This design comes from an exercise in tuning for small area on the open sky130 flow, not from production work. At most, simulation tests tie the RTL to the original design; equivalence was not proved. Power is estimated from default activity; no workload was simulated.

==> flow/design.v <==
module fir_mac_serial (
  input  logic               clk,
  input  logic               reset,
  input  logic               in_valid_i,
  output logic               in_ready_o,
  input  logic signed [15:0] in_data_i,
  input  logic               coef_we_i,
  input  logic [3:0]         coef_addr_i,
  input  logic signed [15:0] coef_data_i,
  output logic               coef_err_o,
  output logic               out_valid_o,
  output logic signed [15:0] out_data_o,
  output logic               busy_o
);
  localparam logic [2:0] S_INIT = 3'd0, S_IDLE = 3'd1, S_PEND = 3'd2,
                         S_COMP0 = 3'd3, S_COMP1 = 3'd4, S_OUTV = 3'd5;
  logic [2:0]   st;
  logic [7:0]   t;
  logic         cerr;
  logic [255:0] hq;
  logic [7:0]   xb [0:31];
  logic [4:0]   rh;
  logic [7:0]   rb, ra;
  logic         c;
  logic t255, hi6, hi7;
  assign t255 = (t == 8'hff);
  assign hi6  = (t[7:5] == 3'd6);
  assign hi7  = (t[7:5] == 3'd7);
  logic init, idle, pend, hold, splice, pre, c0, c1, mac, neg, outv;
  assign init   = (st == S_INIT);
  assign idle   = (st == S_IDLE);
  assign pend   = (st == S_PEND);
  assign hold   = pend && !(t[7] && t[6]);
  assign splice = pend && hi6;
  assign pre    = pend && hi7;
  assign c0     = (st == S_COMP0);
  assign c1     = (st == S_COMP1);
  assign mac    = c0 || c1;
  assign neg    = c1 && hi7;
  assign outv   = (st == S_OUTV);
  logic wr_ph, wr, acc;
  assign wr_ph      = (t[7:5] == 3'd0) && (t[4:1] == coef_addr_i);
  assign in_ready_o = idle && t[0] && !(t[7] && t[6]) && (!coef_we_i || wr_ph);
  assign busy_o     = !in_ready_o;
  assign wr         = coef_we_i && in_ready_o;
  assign acc        = in_valid_i && in_ready_o;
  logic hb;
  assign hb = c1 ? (t[0] ? hq[0] : hq[1]) : (t[0] ? hq[255] : hq[0]);
  logic       shift, cin, g;
  logic [7:0] rm, xo, sum;
  logic       co;
  assign shift = mac && (t[4:0] == 5'h1f) && !neg;
  assign g     = (mac && hb) || splice;
  assign rm    = (mac || hold) ? ra : idle ? in_data_i[15:8] : 8'd0;
  assign xo    = g ? (xb[0] ^ {8{neg}}) : {1'b0, pre && t[0], 6'd0};
  assign cin   = mac && (t[0] ? c : (neg && hb));
  logic [8:0] cy;
  assign cy[0] = cin;
  for (genvar b = 0; b < 8; b++) begin : g_add
    assign sum[b]  = rm[b] ^ xo[b] ^ cy[b];
    assign cy[b+1] = (rm[b] & xo[b]) | (rm[b] & cy[b]) | (xo[b] & cy[b]);
  end
  assign co = cy[8];
  logic [4:0] rhm, rhs;
  assign rhm = mac ? rh : 5'd0;
  assign rhs = rhm + {5{t[0] && xo[7]}} + {4'd0, t[0] && co};
  always_ff @(posedge clk) begin
    for (int q = 0; q < 255; q++) hq[q] <= hq[q+1];
    for (int m = 0; m < 8; m++) if (wr) hq[32*m+30] <= coef_data_i[(m+1)%8];
    for (int m = 0; m < 7; m++) if (wr) hq[32*m+31] <= coef_data_i[8+(m+1)%8];
    hq[255] <= wr ? coef_data_i[8] : init ? (t == 8'd0) : hq[0];
    for (int s = 0; s < 31; s++) xb[s] <= xb[s+1];
    xb[31] <= (init || splice) ? ra : xb[0];
    c  <= co;
    if (shift) begin
      rh <= {rhs[4], rhs[4:1]};
      rb <= {rhs[0], sum[7:1]};
      ra <= {sum[0], rb[7:1]};
    end else begin
      rh <= rhs;
      rb <= sum;
      ra <= idle ? in_data_i[7:0] : rb;
    end
  end
  always_ff @(posedge clk or posedge reset) begin
    if (reset) begin
      st   <= S_INIT;
      t    <= 8'd0;
      cerr <= 1'b0;
    end else begin
      t    <= t + 8'd1;
      cerr <= coef_we_i && !in_ready_o;
      case (st)
        S_INIT:  if (t255) st <= S_IDLE;
        S_IDLE:  if (acc) st <= S_PEND;
        S_PEND:  if (t255) st <= S_COMP0;
        S_COMP0: if (t255) st <= S_COMP1;
        S_COMP1: if (t255) st <= S_OUTV;
        default: st <= S_IDLE;
      endcase
    end
  end
  logic [20:0] r;
  logic        ovf;
  assign r           = {rh, rb, ra};
  assign ovf         = !((&r[20:15]) || !(|r[20:15]));
  assign out_data_o  = ovf ? {r[20], {15{!r[20]}}} : r[15:0];
  assign out_valid_o = outv;
  assign coef_err_o  = cerr;
endmodule
module fir_q15 (
  input  logic               clk,
  input  logic               reset,
  input  logic               in_valid_i,
  output logic               in_ready_o,
  input  logic signed [15:0] in_data_i,
  input  logic               coef_we_i,
  input  logic [3:0]         coef_addr_i,
  input  logic signed [15:0] coef_data_i,
  output logic               coef_err_o,
  output logic               out_valid_o,
  output logic signed [15:0] out_data_o,
  output logic               busy_o
);
  fir_mac_serial u_fir (
    .clk(clk), .reset(reset),
    .in_valid_i(in_valid_i), .in_ready_o(in_ready_o), .in_data_i(in_data_i),
    .coef_we_i(coef_we_i), .coef_addr_i(coef_addr_i), .coef_data_i(coef_data_i),
    .coef_err_o(coef_err_o),
    .out_valid_o(out_valid_o), .out_data_o(out_data_o), .busy_o(busy_o)
  );
endmodule
Settings: LEC_CHECK=0, CAP_MARGIN=20, CORE_MARGIN=2, CORE_UTILIZATION=60, SLEW_MARGIN=20; clock period 10.0 ns.
standard.sh (not shown) runs the stock make flow with config.mk's settings and CLKGATE_MAP_FILE= SYNTH_SCRIPT=/design/flow/synth_recipe.tcl, a recipe that flattens the netlist after the stock synthesis.
==> flow/flow/run.sh <==
#!/bin/bash
# The standard layout, with the port buffers made from the smallest buffer cell
# and the clock tree built from fewer, larger sink clusters.
set -euo pipefail
export BUFFER_PORTS_ARGS="-buffer_cell sky130_fd_sc_hd__buf_1"
export CTS_ARGS="-sink_clustering_enable -repair_clock_nets -sink_clustering_size 20 -sink_clustering_max_diameter 60 -buf_list sky130_fd_sc_hd__clkbuf_8 -dont_use_dummy_load"
bash standard.sh > standard.log 2>&1
The first run went through all stages and came out clean.
Rerun with:
--- a/flow/design.v
+++ b/flow/design.v
@@ -50,18 +50,14 @@
   logic [7:0] rm, xo, sum;
   logic       co;
   assign shift = mac && (t[4:0] == 5'h1f) && !neg;
   assign g     = (mac && hb) || splice;
-  assign rm    = (mac || hold) ? ra : idle ? in_data_i[15:8] : 8'd0;
-  assign xo    = g ? (xb[0] ^ {8{neg}}) : {1'b0, pre && t[0], 6'd0};
+  assign rm    = (mac || hold) ? ra : 8'd0;
+  assign xo    = idle ? in_data_i[15:8] :
+                 g ? (xb[0] ^ {8{neg}}) :
+                 {1'b0, pre && t[0], 6'd0};
   assign cin   = mac && (t[0] ? c : (neg && hb));
-  logic [8:0] cy;
-  assign cy[0] = cin;
-  for (genvar b = 0; b < 8; b++) begin : g_add
-    assign sum[b]  = rm[b] ^ xo[b] ^ cy[b];
-    assign cy[b+1] = (rm[b] & xo[b]) | (rm[b] & cy[b]) | (xo[b] & cy[b]);
-  end
-  assign co = cy[8];
+  assign {co, sum} = {1'b0, rm} + {1'b0, xo} + {8'd0, cin};
   logic [4:0] rhm, rhs;
   assign rhm = mac ? rh : 5'd0;
   assign rhs = rhm + {5{t[0] && xo[7]}} + {4'd0, t[0] && co};
   always_ff @(posedge clk) begin
Routed wire length rises by 0.75%.
Total power went up by about 4%.
Sequential cell count does not change.
Register-to-register slack gets better by 0.44 ns.
Clock skew drops by 0.013 ns.
Combinational power climbs by about 27%.
Synthesized area grows by about 1.4%.
Setup slack gets better by 0.66 ns.
Sequential power went up by about 2%.
Synthesized cell count came out higher by about 1.3%.
Critical path depth decreases by 4.
Only the layout flow was run in the second run of this note; the RTL was not checked for function there.

port drivers added, routing unchanged:
No port has a modelled driver above. Below, the same layouts with a new extraction and two added sets of constraints. Step 1: set_driving_cell puts a clkbuf_16 on clk and a buf_2 on each other input, an assumption about the parent block. Step 2 times the ports against the registers' clock, not the clock port: input delays grow and output delays shrink by t, the midpoint of the rising clock arrivals with the driver on. Slacks: no drivers / after step 1 / after step 2; pairs: no drivers / after step 1.
| run | t (ns) | setup slack, ns | worst setup path at the end | clock arrival spread, ns | pins driven straight from the clock port |
|---|---|---|---|---|---|
| the first run | 0.613 | 3.844 / 3.855 / 3.241 | input to register | 0.060 / 0.061 | 1 |
| the second run | 0.551 | 4.503 / 4.503 / 3.986 | input to register | 0.043 / 0.043 | 1 |
After both steps setup and hold are still met in every run listed. The setup slack of the first run, which loses most, moves by +0.011 ns with the drivers and by -0.603 ns with both steps.
